Context: an optimization exercise on an open-source flow, tuned for small area, a short achievable clock period and few clock cycles per item. The choices shown serve that exercise and are no tape-out recipe. The RTL was checked by simulation tests, not by an equivalence proof against the original design.

<file path="design/flow/design.v">
module masked_sbox_pipe (
  input  logic        clk,
  input  logic        rst,
  input  logic        in_valid,
  output logic        in_ready,
  input  logic        in_encrypt,
  input  logic [31:0] in_a,
  input  logic [31:0] in_m,
  input  logic [31:0] in_n,
  input  logic        flush,
  output logic        out_valid,
  input  logic        out_ready,
  output logic [31:0] out_q,
  output logic [31:0] out_n,
  output logic        mask_err
);
  logic        v, err, e_q, ld, zero;
  logic [31:0] t_d, t_q, n_q;
  logic [3:0] ld_l;
  assign ld = ld_l[0];
  rdy_gate u_rdy (.v(v), .r(out_ready), .f(flush), .y(in_ready));
  always_comb begin
    zero = 1'b0;
    for (int i = 0; i < 4; i++)
      zero = zero | (in_m[8*i +: 8] == 8'h00) | (in_n[8*i +: 8] == 8'h00);
  end
  for (genvar i = 0; i < 4; i++) begin : g_lane
    ld_gate  u_ld  (.v(v), .r(out_ready), .y(ld_l[i]));
    sbox_in  u_in  (.a(in_a[8*i +: 8]), .m(in_m[8*i +: 8]), .e(in_encrypt), .t(t_d[8*i +: 8]));
    sbox_out u_out (.tq(t_q[8*i +: 8]), .eq(e_q), .n(n_q[8*i +: 8]), .y(out_q[8*i +: 8]));
  end
  assign out_valid = v;
  assign out_n     = n_q;
  assign mask_err  = err;
  always_ff @(posedge clk or posedge rst) begin
    if (rst) begin
      v   <= 1'b0;
      err <= 1'b0;
    end else if (flush) begin
      v   <= 1'b0;
      err <= 1'b0;
    end else begin
      if (ld) v <= in_valid;
      if (in_valid & ld & zero) err <= 1'b1;
    end
  end
  always_ff @(posedge clk) begin
    if (ld) e_q <= in_encrypt;
  end
  for (genvar i = 0; i < 4; i++) begin : g_reg
    always_ff @(posedge clk) begin
      if (ld_l[i]) begin
        t_q[8*i +: 8] <= t_d[8*i +: 8];
        n_q[8*i +: 8] <= in_n[8*i +: 8];
      end
    end
  end
endmodule
module ld_gate (input logic v, input logic r, output logic y);
  assign y = ~v | r;
endmodule
module rdy_gate (input logic v, input logic r, input logic f, output logic y);
  assign y = (~v | r) & ~f;
endmodule
module sbox_in (
  input  logic [7:0] a,
  input  logic [7:0] m,
  input  logic e,
  output logic [7:0] t
);
  logic s1, s2, s3, s5, s6, s7, s8, s9, s10, s11, s12, s13, s14, s15, s16, s17, s18, s177, s19, s20, s21, s22, s23, s24, s25, s178, s27;
  c_xnor g0 (.a(a[0]), .b(m[0]), .y(s1));
  c_xor g1 (.a(a[1]), .b(m[1]), .y(s2));
  c_xor g2 (.a(a[2]), .b(m[2]), .y(s3));
  c_xor g3 (.a(a[4]), .b(m[4]), .y(s5));
  c_xor g4 (.a(a[5]), .b(m[5]), .y(s6));
  c_xor g5 (.a(a[6]), .b(m[6]), .y(s7));
  c_xor g6 (.a(a[7]), .b(m[7]), .y(s8));
  c_xor g7 (.a(s5), .b(s7), .y(s9));
  c_xnor g8 (.a(s5), .b(s8), .y(s10));
  c_xnor g9 (.a(s7), .b(s10), .y(s11));
  c_xnor g10 (.a(s1), .b(s2), .y(s12));
  c_xor g11 (.a(s9), .b(s12), .y(s13));
  c_xnor g12 (.a(s6), .b(s13), .y(s14));
  c_xor g13 (.a(s5), .b(s14), .y(s15));
  c_xor g14 (.a(s2), .b(s14), .y(s16));
  c_xnor g15 (.a(s10), .b(s16), .y(s17));
  c_xor g16 (.a(s2), .b(s15), .y(s18));
  c_xor g17 (.a(a[3]), .b(m[3]), .y(s177));
  c_xor g18 (.a(s177), .b(s12), .y(s19));
  c_xor g19 (.a(s10), .b(s19), .y(s20));
  c_xor g20 (.a(s7), .b(s19), .y(s21));
  c_xnor g21 (.a(s3), .b(s21), .y(s22));
  c_xor g22 (.a(s3), .b(s8), .y(s23));
  c_xor g23 (.a(s23), .b(s15), .y(s24));
  c_xor g24 (.a(s6), .b(s23), .y(s25));
  c_xnor g25 (.a(s1), .b(s13), .y(s178));
  c_xor g26 (.a(s21), .b(s178), .y(s27));
  c_muxi g27 (.s(e), .a(s15), .b(s9), .y(t[0]));
  c_muxi g28 (.s(e), .a(s17), .b(s21), .y(t[1]));
  c_muxi g29 (.s(e), .a(s24), .b(s10), .y(t[2]));
  c_muxi g30 (.s(e), .a(s16), .b(s13), .y(t[3]));
  c_muxi g31 (.s(e), .a(s18), .b(s27), .y(t[4]));
  c_muxi g32 (.s(e), .a(s22), .b(s14), .y(t[5]));
  c_muxi g33 (.s(e), .a(s20), .b(s11), .y(t[6]));
  c_muxi g34 (.s(e), .a(s1), .b(s25), .y(t[7]));
endmodule
module sbox_out (
  input  logic [7:0] tq,
  input  logic eq,
  input  logic [7:0] n,
  output logic [7:0] y
);
  logic s42, s43, s46, s47, s48, s49, s50, s51, s52, s53, s55, s56, s58, s59, s60, s61, s63, s65, s66, s67, s68, s70, s179, s180, s181, s79, s182, s183, s184, s185, s81, s172, s186, s187, s174, s188, s189, s190, s191, s176, s83, s84, s85, s86, s87, s88, s89, s90, s91, s93, s94, s192, s95, s96, s97, s98, s100, s102, s103, s104, s106, s193, s108, s194, s110, s195, s111, s112, s113, s115, s116, s196, s117, s118, s119, s121, s123, s124, s126, s197, s128, s198, s129, s199, s130, s200, s131, s201, s202, s132, s133, s134, s135, s136, s137, s139, s140, s141, s142, s143, s146, s148, s150, s153, s155, s203, s156, s204, s158, s205, s159, s161, s164, s206, s165, s168, s170;
  logic [3:0] iv0;
  gf16inv h0 (.a({s176, s81, s174, s79}), .y(iv0));
  assign s83 = iv0[0];
  assign s84 = iv0[1];
  assign s85 = iv0[2];
  assign s86 = iv0[3];
  c_xor g0 (.a(tq[4]), .b(tq[0]), .y(s42));
  c_xor g1 (.a(tq[5]), .b(tq[1]), .y(s43));
  c_xor g2 (.a(tq[6]), .b(tq[4]), .y(s46));
  c_xor g3 (.a(tq[7]), .b(tq[5]), .y(s47));
  c_xor g4 (.a(tq[2]), .b(tq[0]), .y(s48));
  c_xor g5 (.a(tq[3]), .b(tq[1]), .y(s49));
  c_xor g6 (.a(s47), .b(s46), .y(s50));
  c_xor g7 (.a(s49), .b(s48), .y(s51));
  c_nand g8 (.a(s50), .b(s51), .y(s52));
  c_nand g9 (.a(s46), .b(s48), .y(s53));
  c_nand g10 (.a(s47), .b(s49), .y(s55));
  c_xor g11 (.a(s55), .b(s52), .y(s56));
  c_xor g12 (.a(tq[7]), .b(tq[6]), .y(s58));
  c_xor g13 (.a(tq[3]), .b(tq[2]), .y(s59));
  c_nand g14 (.a(s58), .b(s59), .y(s60));
  c_nand g15 (.a(tq[6]), .b(tq[2]), .y(s61));
  c_nand g16 (.a(tq[7]), .b(tq[3]), .y(s63));
  c_xor g17 (.a(tq[5]), .b(tq[4]), .y(s65));
  c_xor g18 (.a(tq[1]), .b(tq[0]), .y(s66));
  c_nand g19 (.a(s65), .b(s66), .y(s67));
  c_nand g20 (.a(tq[4]), .b(tq[0]), .y(s68));
  c_nand g21 (.a(tq[5]), .b(tq[1]), .y(s70));
  c_xnor g22 (.a(s68), .b(s42), .y(s179));
  c_xnor g23 (.a(s43), .b(s67), .y(s180));
  c_xor g24 (.a(s179), .b(s180), .y(s181));
  c_xor g25 (.a(s181), .b(s56), .y(s79));
  c_xor g26 (.a(tq[7]), .b(tq[3]), .y(s182));
  c_xnor g27 (.a(s61), .b(s43), .y(s183));
  c_xnor g28 (.a(s182), .b(s60), .y(s184));
  c_xor g29 (.a(s183), .b(s184), .y(s185));
  c_xor g30 (.a(s185), .b(s56), .y(s81));
  c_xor g31 (.a(s53), .b(s55), .y(s172));
  c_xnor g32 (.a(s70), .b(s43), .y(s186));
  c_xnor g33 (.a(s67), .b(s186), .y(s187));
  c_xor g34 (.a(s172), .b(s187), .y(s174));
  c_xor g35 (.a(tq[6]), .b(tq[2]), .y(s188));
  c_xnor g36 (.a(s63), .b(s42), .y(s189));
  c_xnor g37 (.a(s188), .b(s60), .y(s190));
  c_xor g38 (.a(s189), .b(s172), .y(s191));
  c_xor g39 (.a(s190), .b(s191), .y(s176));
  c_xor g44 (.a(s85), .b(s83), .y(s87));
  c_xor g45 (.a(s86), .b(s84), .y(s88));
  c_xor g46 (.a(s88), .b(s87), .y(s89));
  c_nand g47 (.a(s89), .b(s51), .y(s90));
  c_nand g48 (.a(s87), .b(s48), .y(s91));
  c_nand g49 (.a(s88), .b(s49), .y(s93));
  c_xor g50 (.a(s93), .b(s90), .y(s94));
  c_xor g51 (.a(s91), .b(s90), .y(s192));
  c_xor g52 (.a(s94), .b(s192), .y(s95));
  c_xor g53 (.a(s86), .b(s85), .y(s96));
  c_nand g54 (.a(s96), .b(s59), .y(s97));
  c_nand g55 (.a(s85), .b(tq[2]), .y(s98));
  c_nand g56 (.a(s86), .b(tq[3]), .y(s100));
  c_xor g57 (.a(s84), .b(s83), .y(s102));
  c_nand g58 (.a(s102), .b(s66), .y(s103));
  c_nand g59 (.a(s83), .b(tq[0]), .y(s104));
  c_nand g60 (.a(s84), .b(tq[1]), .y(s106));
  c_xor g61 (.a(s104), .b(s103), .y(s193));
  c_xor g62 (.a(s193), .b(s94), .y(s108));
  c_xor g63 (.a(s98), .b(s97), .y(s194));
  c_xor g64 (.a(s194), .b(s94), .y(s110));
  c_xor g65 (.a(s100), .b(s97), .y(s195));
  c_xor g66 (.a(s195), .b(s95), .y(s111));
  c_nand g67 (.a(s89), .b(s50), .y(s112));
  c_nand g68 (.a(s87), .b(s46), .y(s113));
  c_nand g69 (.a(s88), .b(s47), .y(s115));
  c_xor g70 (.a(s115), .b(s112), .y(s116));
  c_xor g71 (.a(s113), .b(s112), .y(s196));
  c_xor g72 (.a(s116), .b(s196), .y(s117));
  c_nand g73 (.a(s96), .b(s58), .y(s118));
  c_nand g74 (.a(s85), .b(tq[6]), .y(s119));
  c_nand g75 (.a(s86), .b(tq[7]), .y(s121));
  c_nand g76 (.a(s102), .b(s65), .y(s123));
  c_nand g77 (.a(s83), .b(tq[4]), .y(s124));
  c_nand g78 (.a(s84), .b(tq[5]), .y(s126));
  c_xor g79 (.a(s124), .b(s123), .y(s197));
  c_xor g80 (.a(s197), .b(s116), .y(s128));
  c_xor g81 (.a(s126), .b(s123), .y(s198));
  c_xor g82 (.a(s198), .b(s117), .y(s129));
  c_xor g83 (.a(s119), .b(s118), .y(s199));
  c_xor g84 (.a(s199), .b(s116), .y(s130));
  c_xor g85 (.a(s121), .b(s118), .y(s200));
  c_xor g86 (.a(s200), .b(s117), .y(s131));
  c_xor g87 (.a(s106), .b(s103), .y(s201));
  c_xor g88 (.a(s201), .b(s95), .y(s202));
  c_xor g89 (.a(s131), .b(s202), .y(s132));
  c_xnor g90 (.a(s130), .b(s110), .y(s133));
  c_xnor g91 (.a(s128), .b(s133), .y(s134));
  c_xor g92 (.a(s128), .b(s110), .y(s135));
  c_xor g93 (.a(s128), .b(s108), .y(s136));
  c_xnor g94 (.a(s129), .b(s136), .y(s137));
  c_xor g95 (.a(s108), .b(s131), .y(s139));
  c_xnor g96 (.a(s129), .b(s139), .y(s140));
  c_xnor g97 (.a(s128), .b(s137), .y(s141));
  c_xor g98 (.a(s111), .b(s135), .y(s142));
  c_xor g99 (.a(s132), .b(s142), .y(s143));
  c_xor g100 (.a(s108), .b(s134), .y(s146));
  c_xor g101 (.a(s132), .b(s146), .y(s148));
  c_muxi g102 (.s(eq), .a(s140), .b(s111), .y(s150));
  c_xnor g103 (.a(n[0]), .b(s150), .y(y[0]));
  c_muxi g104 (.s(eq), .a(s137), .b(s136), .y(s153));
  c_xnor g105 (.a(n[1]), .b(s153), .y(y[1]));
  c_xnor g106 (.a(n[2]), .b(s143), .y(s155));
  c_xor g107 (.a(n[2]), .b(s130), .y(s203));
  c_xor g108 (.a(s203), .b(s137), .y(s156));
  c_muxi g109 (.s(eq), .a(s155), .b(s156), .y(y[2]));
  c_xnor g110 (.a(n[3]), .b(s140), .y(s204));
  c_xnor g111 (.a(s146), .b(s204), .y(s158));
  c_xor g112 (.a(n[3]), .b(s142), .y(s205));
  c_xor g113 (.a(s140), .b(s205), .y(s159));
  c_muxi g114 (.s(eq), .a(s158), .b(s159), .y(y[3]));
  c_muxi g115 (.s(eq), .a(s134), .b(s139), .y(s161));
  c_xnor g116 (.a(n[4]), .b(s161), .y(y[4]));
  c_xor g117 (.a(n[5]), .b(s132), .y(s164));
  c_xor g118 (.a(n[5]), .b(s130), .y(s206));
  c_xnor g119 (.a(s206), .b(s143), .y(s165));
  c_muxi g120 (.s(eq), .a(s164), .b(s165), .y(y[5]));
  c_muxi g121 (.s(eq), .a(s133), .b(s148), .y(s168));
  c_xnor g122 (.a(n[6]), .b(s168), .y(y[6]));
  c_muxi g123 (.s(eq), .a(s135), .b(s141), .y(s170));
  c_xnor g124 (.a(n[7]), .b(s170), .y(y[7]));
endmodule
module gf16inv (input logic [3:0] a, output logic [3:0] y);
  logic [3:0] r;
  always_comb begin
    case (a)
      4'd0: r = 4'd0;
      4'd1: r = 4'd4;
      4'd2: r = 4'd12;
      4'd3: r = 4'd8;
      4'd4: r = 4'd1;
      4'd5: r = 4'd10;
      4'd6: r = 4'd14;
      4'd7: r = 4'd13;
      4'd8: r = 4'd3;
      4'd9: r = 4'd11;
      4'd10: r = 4'd5;
      4'd11: r = 4'd9;
      4'd12: r = 4'd2;
      4'd13: r = 4'd7;
      4'd14: r = 4'd6;
      4'd15: r = 4'd15;
      default: r = 4'd0;
    endcase
  end
  assign y[0] = r[0];
  assign y[1] = r[1];
  assign y[2] = r[2];
  assign y[3] = r[3];
endmodule
module c_muxi (input logic s, input logic a, input logic b, output logic y);
  assign y = ~(s ? a : b);
endmodule
module c_nand (input logic a, input logic b, output logic y);
  assign y = ~(a & b);
endmodule
module c_xnor (input logic a, input logic b, output logic y);
  assign y = ~(a ^ b);
endmodule
module c_xor (input logic a, input logic b, output logic y);
  assign y = a ^ b;
endmodule
</file>
<file path="design/flow/flow/run.sh">
#!/bin/bash
set -euo pipefail
export BUFFER_PORTS_ARGS="-buffer_cell sky130_fd_sc_hd__buf_1"
export CTS_ARGS="-sink_clustering_enable -repair_clock_nets -dont_use_dummy_load -buf_list sky130_fd_sc_hd__clkbuf_8"
bash standard.sh > standard_flow.log 2>&1
</file>
<file path="design/flow/standard.sh">
#!/bin/bash
# synth_recipe.tcl (not shown) runs the flow's synth.tcl, then flattens the netlist and writes it again
# the make line also repeats each setting of config.mk as NAME=value (left out here)
make -C /OpenROAD-flow-scripts/flow DESIGN_CONFIG=/design/flow/config.mk WORK_HOME=/design/flow/orfs CLKGATE_MAP_FILE= SYNTH_SCRIPT=/design/flow/synth_recipe.tcl "${@:-finish}"
</file>
<file path="design/flow/config.mk">
export PLATFORM = sky130hd
export DESIGN_NAME = masked_sbox_pipe
export DESIGN_NICKNAME = masked_sbox_pipe
export VERILOG_FILES = /design/flow/design.v
export SDC_FILE = /design/flow/constraint.sdc
export NUM_CORES = 4
export LEC_CHECK = 0
export ABC_CLOCK_PERIOD_IN_PS = 27000
export CAP_MARGIN = 20
export CORE_MARGIN = 2
export CORE_UTILIZATION = 40
export SLEW_MARGIN = 20
export SYNTH_HIERARCHICAL = 1
</file>
<file path="design/flow/constraint.sdc">
create_clock -name core_clock -period 27.0 [get_ports {clk}]
set_input_delay 5.4000 -clock core_clock [delete_from_list [all_inputs] [get_ports {clk}]]
set_output_delay 5.4000 -clock core_clock [all_outputs]
set_load 0.01 [all_outputs]
</file>
==> results of run 1 <==
## per-module statistics from Yosys (local to each module, per instance), a selection
module	times used	cell area, sq um	cells	flops+latches
c_xor	332	8.76	1	0
c_nand	108	3.75	1	0
rdy_gate	1	12.5	2	0
masked_sbox_pipe	1	2180	101	67
c_muxi	64	10.0	1	0
c_xnor	120	8.76	1	0
ld_gate	4	6.26	1	0
gf16inv	4	120	16	0
## area by class of cell
| class | instances | area (sq um) | share of cell area [%] |
|---|---|---|---|
| well taps | 260 | 325 | 3.70 |
| flip-flops and latches | 67 | 2000 | 22.8 |
| repair buffers | 169 | 639 | 7.27 |
| inverters | 23 | 86.3 | 0.982 |
| multi-input cells | 705 | 5620 | 63.9 |
| clock buffers | 9 | 124 | 1.41 |
## registers in the layout, summed over array words and instances (netlist names)
name	count
t_q	32
v	1
err	1
n_q	32
e_q	1
## cell usage in the layout (no fill, tap or decap)
| cell | count |
|---|---|
| buf_1 | 167 |
| a22o_2 | 4 |
| nor2_1 | 5 |
| o221ai_1 | 4 |
| inv_2 | 4 |
| nand2b_1 | 13 |
| o22ai_1 | 4 |
| mux2i_1 | 64 |
| nand2_1 | 117 |
| mux4_2 | 4 |
| buf_4 | 1 |
| a21oi_1 | 5 |
| nor4_1 | 16 |
| nand4_1 | 2 |
| inv_1 | 19 |
| edfxtp_1 | 65 |
| xnor2_1 | 120 |
| o21ai_1 | 1 |
| a21oi_2 | 1 |
| xor2_1 | 332 |
| nand3b_1 | 4 |
| clkbuf_2 | 1 |
| dfrtp_1 | 2 |
| clkbuf_8 | 9 |
| o21ai_0 | 1 |
| ha_1 | 8 |
## per-stage QoR
stage	cells
after floorplan	795
after global placement	1224
after detailed placement	1224
after CTS	1233
after global routing	1233
final	1233
## cell families after synthesis
| logic type | after synthesis | synth area share [%] |
|---|---|---|
| xor+xnor | 452 | 51.4 |
| simple gates | 157 | 8.85 |
| mux | 68 | 9.49 |
| flops | 67 | 26.0 |
| buf+inv | 23 | 1.12 |
| compound gates | 20 | 1.87 |
| fa+ha+maj | 8 | 1.30 |
## layer usage
layer  GRT usage [%]  share of wire (%)  vias up
li1                -                  -     2955
met1            20.8                 46     2562
met2            28.9                 48      141
met3            2.48                4.7       18
met4            4.90                1.4        2
met5               0              0.080        -
## final timing paths
check / startpoint / to / slack, ps / cells after the start
max in group asynchronous: rst / err / 22030 / 2
min in group asynchronous: rst / err / 4860 / 2
worst min-delay path: err / err / 550 / 2
worst min register to register: err / err / 550 / 2
worst max register to register: v / err / 25280 / 5
worst max-delay path: out_ready / in_ready / 15660 / 4
## critical path: stages
cell and delay (ps):
buf_1 130, inv_1 80, a21oi_2 150, buf_1 180
==> results.ini, run 1 <==
[global_routing]
grt_max_degree = 34
grt_pass1_wl_um = 26700
grt-ovfl-total = 0
antenna_found_initial = 1
grt_use_total_pct = 16.4
grt_pass1_vias = 5709

[sta]
max_slew_margin_pct = 27.7
timing.final.hold_violations = 0
worstMarginPinSlew_ps = 1090
fin_crit_ps = 11340
finalSetupViolations = 0
finClkSkew_ps = 11.1
setup_tns_ps = 0
holdWs_ps = 547
rsz0062_at_grt = no
fin_ws_ps = 15660
max_freq_ghz = 0.0882
final_max_slew_viol_count = 0
period_share_pct = 42.0

[critical_path]
end_kind = primary output
worstPathRequired_ps = 21600
cp.arrival_ps = 5940
critPathMaxFanout = 5
setup.worst_path.start_class = input port
worstSetupPathType = input port to primary output

[logic_synthesis]
synthesis.nets = 905
ys.flop_type = edfxtp_1
seq_area_frac_synth_pct = 26.0
netlist_area_sq_um = 7700
yosysMostFrequentCell = xor2_1
synth_commonest_cells = xor2_1, xnor2_1, nand2_1
synthTopCellsByArea = xor2_1, edfxtp_1, xnor2_1, mux2i_1, nand2_1
synth_seq_cells = 67
ys_types = 22
avgSynthCellArea_sq_um = 9.69
synth_top_area_share_pct = 37.7
synth_edf_count = 65
yosysWarnings = 8
synth_cells = 795
async_flop_share_pct = 2.99
yosys.area.top_type = xor2_1

[clock_tree]
cts-htree-levels = 3
cts_tree = yes
post_cts_buffers = 0
post_cts_resized = 0
clk-insertion-delay-late_ps = 360
cts-buffers-inserted = 9
cts_max_path_buffers = 2
root_buffer = clkbuf_8
hold_buffers = 0
cts_sinks = 67
clk_pin_slew_ps = 60

[detailed_routing]
vias = 5678
dr.first_iter.drc_count = 214
drtAntennaViolNets = 0
drcViolationCount = 0
routedWlPerCell_um = 13.2
drt_pre_antenna_iters = 4
wl_um = 16300
viasPerCell = 4.61

[floorplanning]
coreArea_sq_um = 18800
ios = 169
die_h_um = 143
die-area_sq_um = 20400
rows = 50
initial_utilization_pct = 40.9
dieWidth_um = 143

[placed_design]
placed_cell_area_sq_um = 8670
place.gp.congestion = 0.837
place_ws_ps = 15640
port_buffers = 168
dp_hpwl_um = 13800

[cells_and_area]
insertedDiodeCount = 0
nNetsFinal = 1085
fin_util_pct = 46.7
fin_area_sq_um = 8790
drive_gt1_share_pct = 2.47
syn_to_final_growth_pct = 14.1
nFillCells = 1833

[run_status]
status = complete, no violations

[worst_hold_path]
hold_path.class = flip-flop to flip-flop

[run]
maxCapViolCount = 0

Testbench counts, summed over its fixed seeds: cycles 4,104, items 4,096.
==> run 2, diff against run 1 <==
--- a/design/flow/design.v
+++ b/design/flow/design.v
@@ -14,33 +14,33 @@
   output logic [31:0] out_n,
   output logic        mask_err
 );
-  logic        v, err, e_q, ld, zero;
+  logic        nv, err, e_q, ld, zero;
   logic [31:0] t_d, t_q, n_q;
   logic [3:0] ld_l;
   assign ld = ld_l[0];
-  rdy_gate u_rdy (.v(v), .r(out_ready), .f(flush), .y(in_ready));
+  rdy_gate u_rdy (.nv(nv), .r(out_ready), .f(flush), .y(in_ready));
   always_comb begin
     zero = 1'b0;
     for (int i = 0; i < 4; i++)
       zero = zero | (in_m[8*i +: 8] == 8'h00) | (in_n[8*i +: 8] == 8'h00);
   end
   for (genvar i = 0; i < 4; i++) begin : g_lane
-    ld_gate  u_ld  (.v(v), .r(out_ready), .y(ld_l[i]));
+    ld_gate  u_ld  (.nv(nv), .r(out_ready), .y(ld_l[i]));
     sbox_in  u_in  (.a(in_a[8*i +: 8]), .m(in_m[8*i +: 8]), .e(in_encrypt), .t(t_d[8*i +: 8]));
     sbox_out u_out (.tq(t_q[8*i +: 8]), .eq(e_q), .n(n_q[8*i +: 8]), .y(out_q[8*i +: 8]));
   end
-  assign out_valid = v;
+  assign out_valid = ~nv;
   assign out_n     = n_q;
   assign mask_err  = err;
   always_ff @(posedge clk or posedge rst) begin
     if (rst) begin
-      v   <= 1'b0;
+      nv  <= 1'b1;
       err <= 1'b0;
     end else if (flush) begin
-      v   <= 1'b0;
+      nv  <= 1'b1;
       err <= 1'b0;
     end else begin
-      if (ld) v <= in_valid;
+      if (ld) nv <= ~in_valid;
       if (in_valid & ld & zero) err <= 1'b1;
     end
   end
@@ -56,11 +56,11 @@
     end
   end
 endmodule
-module ld_gate (input logic v, input logic r, output logic y);
-  assign y = ~v | r;
-endmodule
-module rdy_gate (input logic v, input logic r, input logic f, output logic y);
-  assign y = (~v | r) & ~f;
+module ld_gate (input logic nv, input logic r, output logic y);
+  assign y = nv | r;
+endmodule
+module rdy_gate (input logic nv, input logic r, input logic f, output logic y);
+  assign y = (nv | r) & ~f;
 endmodule
 module sbox_in (
   input  logic [7:0] a,
==> run 2 against run 1 <==
Against the previous run: first-iteration DRC count fell by 4.2%; utilization rose by 0.053 points; sequential share of layout area barely moved; die area about the same; non-clock buffer count is 1 higher; critical path depth down 1; wire length is 1.3% higher; critical path type unchanged; highest routed layer is now met4.
==> results.ini, run 2 <==
[floorplanning]
die_h_um = 143  ; about the same
coreArea_sq_um = 18800  ; unchanged
dieWidth_um = 143  ; about the same
initial_utilization_pct = 40.9  ; about the same
rows = 50  ; unchanged
die-area_sq_um = 20400  ; about the same
ios = 169  ; unchanged

[logic_synthesis]
synth_top_area_share_pct = 37.7  ; about the same
synthTopCellsByArea = xor2_1, edfxtp_1, xnor2_1, mux2i_1, nand2_1
yosysMostFrequentCell = xor2_1
async_flop_share_pct = 2.99  ; unchanged
ys_types = 24  ; +9.1%
synth_cells = 795  ; unchanged
synth_commonest_cells = xor2_1, xnor2_1, nand2_1
seq_area_frac_synth_pct = 26.0  ; about the same
synthesis.nets = 905  ; unchanged
synth_seq_cells = 67  ; unchanged
yosys.area.top_type = xor2_1
ys.flop_type = edfxtp_1
yosysWarnings = 8  ; unchanged
netlist_area_sq_um = 7710  ; about the same
synth_edf_count = 65  ; unchanged
avgSynthCellArea_sq_um = 9.69  ; about the same

[global_routing]
grt_use_total_pct = 16.4  ; about the same
grt-ovfl-total = 0  ; unchanged
grt_max_degree = 34  ; unchanged
antenna_found_initial = 0  ; -1
grt_pass1_vias = 5643  ; -1.2%
grt_pass1_wl_um = 26500  ; -0.60%

[sta]
fin_crit_ps = 11290  ; -54.8 ps
final_max_slew_viol_count = 0  ; unchanged
rsz0062_at_grt = no
period_share_pct = 41.8  ; -0.20 points
timing.final.hold_violations = 0  ; unchanged
finClkSkew_ps = 29.1  ; +18.0 ps
worstMarginPinSlew_ps = 953  ; -132 ps
finalSetupViolations = 0  ; unchanged
setup_tns_ps = 0  ; unchanged
max_freq_ghz = 0.0886  ; +0.49%
holdWs_ps = 545  ; -1.82 ps
max_slew_margin_pct = 36.5  ; +8.8 points

[placed_design]
dp_hpwl_um = 14000  ; +1.9%
port_buffers = 168  ; unchanged
place.gp.congestion = 0.833  ; -0.54%

[detailed_routing]
drt_pre_antenna_iters = 4  ; unchanged
drtAntennaViolNets = 0  ; unchanged
vias = 5724  ; +0.81%
dr.first_iter.drc_count = 205  ; -4.2%
routedWlPerCell_um = 13.4  ; +1.2%
drcViolationCount = 0  ; unchanged
viasPerCell = 4.64  ; +0.73%
wl_um = 16500  ; +1.3%

[critical_path]
critPathMaxFanout = 4  ; -1
worstPathRequired_ps = 21600  ; about the same
setup.worst_path.start_class = input port
end_kind = primary output
r2r_start = nv
worstSetupPathType = input port to primary output
cp.arrival_ps = 5890  ; -50 ps
crit_start = flush

[run]
maxCapViolCount = 0  ; unchanged

[clock_tree]
hold_buffers = 0  ; unchanged
post_cts_resized = 0  ; unchanged
cts_tree = yes
post_cts_buffers = 0  ; unchanged
clk-insertion-delay-late_ps = 360  ; about the same
cts-buffers-inserted = 9  ; unchanged
cts_max_path_buffers = 2  ; unchanged
cts_sinks = 67  ; unchanged
cts-htree-levels = 3  ; unchanged
clk_pin_slew_ps = 80  ; +20 ps
root_buffer = clkbuf_8

[worst_hold_path]
hold_path.class = flip-flop to flip-flop
hp-start = err

[cells_and_area]
nFillCells = 1863  ; +1.6%
largestRegisters = n_q: 32 flops, t_q: 32 flops
final_common_cell = xor2_1
syn_to_final_growth_pct = 14.2  ; about the same
insertedDiodeCount = 0  ; unchanged
nNetsFinal = 1086  ; +0.092%
drive_gt1_share_pct = 2.57  ; +0.10 points
most-common-layout-cells = xor2_1, buf_1, xnor2_1

[run_status]
status = complete, no violations

==> run 2: modules after synthesis (local to each module, per instance), a selection <==
module	cells	copies in the design	area [sq um]	flops+latches
ld_gate	1	4	6.26	0
c_muxi	1	64	10.0	0
masked_sbox_pipe	102	1	2190	67
gf16inv	16	4	120	0
c_xnor	1	120	8.76	0
rdy_gate	1	1	10.0	0
c_nand	1	108	3.75	0
c_xor	1	332	8.76	0
==> run 2: cells by family after synthesis <==
family                     synth area share (%)
DFF                                        26.0
adders and majority gates                  1.30
buffers and inverters                      1.12
muxes                                      9.48
AOI/OAI and AO/OA                          1.88
xor gates and xnor gates                   51.4
and+or+nand+nor                            8.85
==> run 2: per-stage QoR <==
step / setup slack, ps / util [%] / area (sq um) / std cells
after detailed placement: 15720 / 46.1 / 8680 / 1225
after CTS: 15680 / 46.7 / 8800 / 1234
final: 15710 / 46.7 / 8800 / 1234
after global routing: 15080 / 46.7 / 8800 / 1234
after global placement: 15720 / 46.1 / 8680 / 1225
after floorplan: 15960 / - / 7710 / 795
==> run 2: worst max-delay path, cell delays in order <==
cell and delay [ps]:
buf_1 110, o21ba_1 220, buf_1 150
==> run 2: final timing paths <==
| check | end | slack (ps) | cells past startpoint |
|---|---|---|---|
| hold / removal | err | 550 | 2 |
| hold reg to reg | err | 550 | 2 |
| max in group asynchronous | nv | 21950 | 2 |
| setup reg to reg | err | 25180 | 5 |
| setup / recovery | in_ready | 15710 | 3 |
| min in group asynchronous | err | 4850 | 2 |
==> run 2: area by class of cell <==
class                      instances  area, sq um  share of cell area [%]
sequential                        67         2000                    22.8
inverter                          23         86.3                   0.981
tap                              260          325                    3.70
clock buffer                       9          124                    1.41
timing repair buffer             170          647                    7.35
multi-input combinational        705         5620                    63.8
==> run 2: metal layers <==
layer,wire length (um),vias to the layer above,GRT usage (%)
li1,-,2972,-
met1,7460,2590,20.3
met2,7960,148,29.1
met3,852,14,3.09
met4,232,0,4.48
met5,0,-,0
Testbench counts of run 2, summed over its fixed seeds: cycles 4,104, items 4,096.

-- separate check: timing with driven ports --
Ports are ideal in the flow. The routed layouts listed here were re-timed in OpenROAD.
Step 1 (the two cells are an assumption about what drives the block):
set clk [get_ports {clk}]
set_driving_cell -lib_cell sky130_fd_sc_hd__clkbuf_16 $clk
set_driving_cell -lib_cell sky130_fd_sc_hd__buf_2 [delete_from_list [all_inputs] $clk]
Step 2 moves the port delays by t, midway between the first and last clock arrival at a register: inputs arrive t later, outputs are due t later. That takes back most of the time a late clock gives input paths.
Three values: ideal, step 1, step 2; two values: the first two.
run | t, ns | slack for setup (ns) | slew at the worst register clock pin (ns) | worst slew at a driven data input, ns | cell pins on the clock port's net
run 1 | 0.382 | 15.656 / 15.588 / 15.588 | 0.07 / 0.07 | 0.07 | 1
run 2 | 0.379 | 15.711 / 15.659 / 15.659 | 0.08 / 0.08 | 0.06 | 1
After both steps every run listed still meets setup and hold. The setup slack of run 1, which loses most, moves by -0.068 ns with the drivers and by -0.068 ns with both steps.
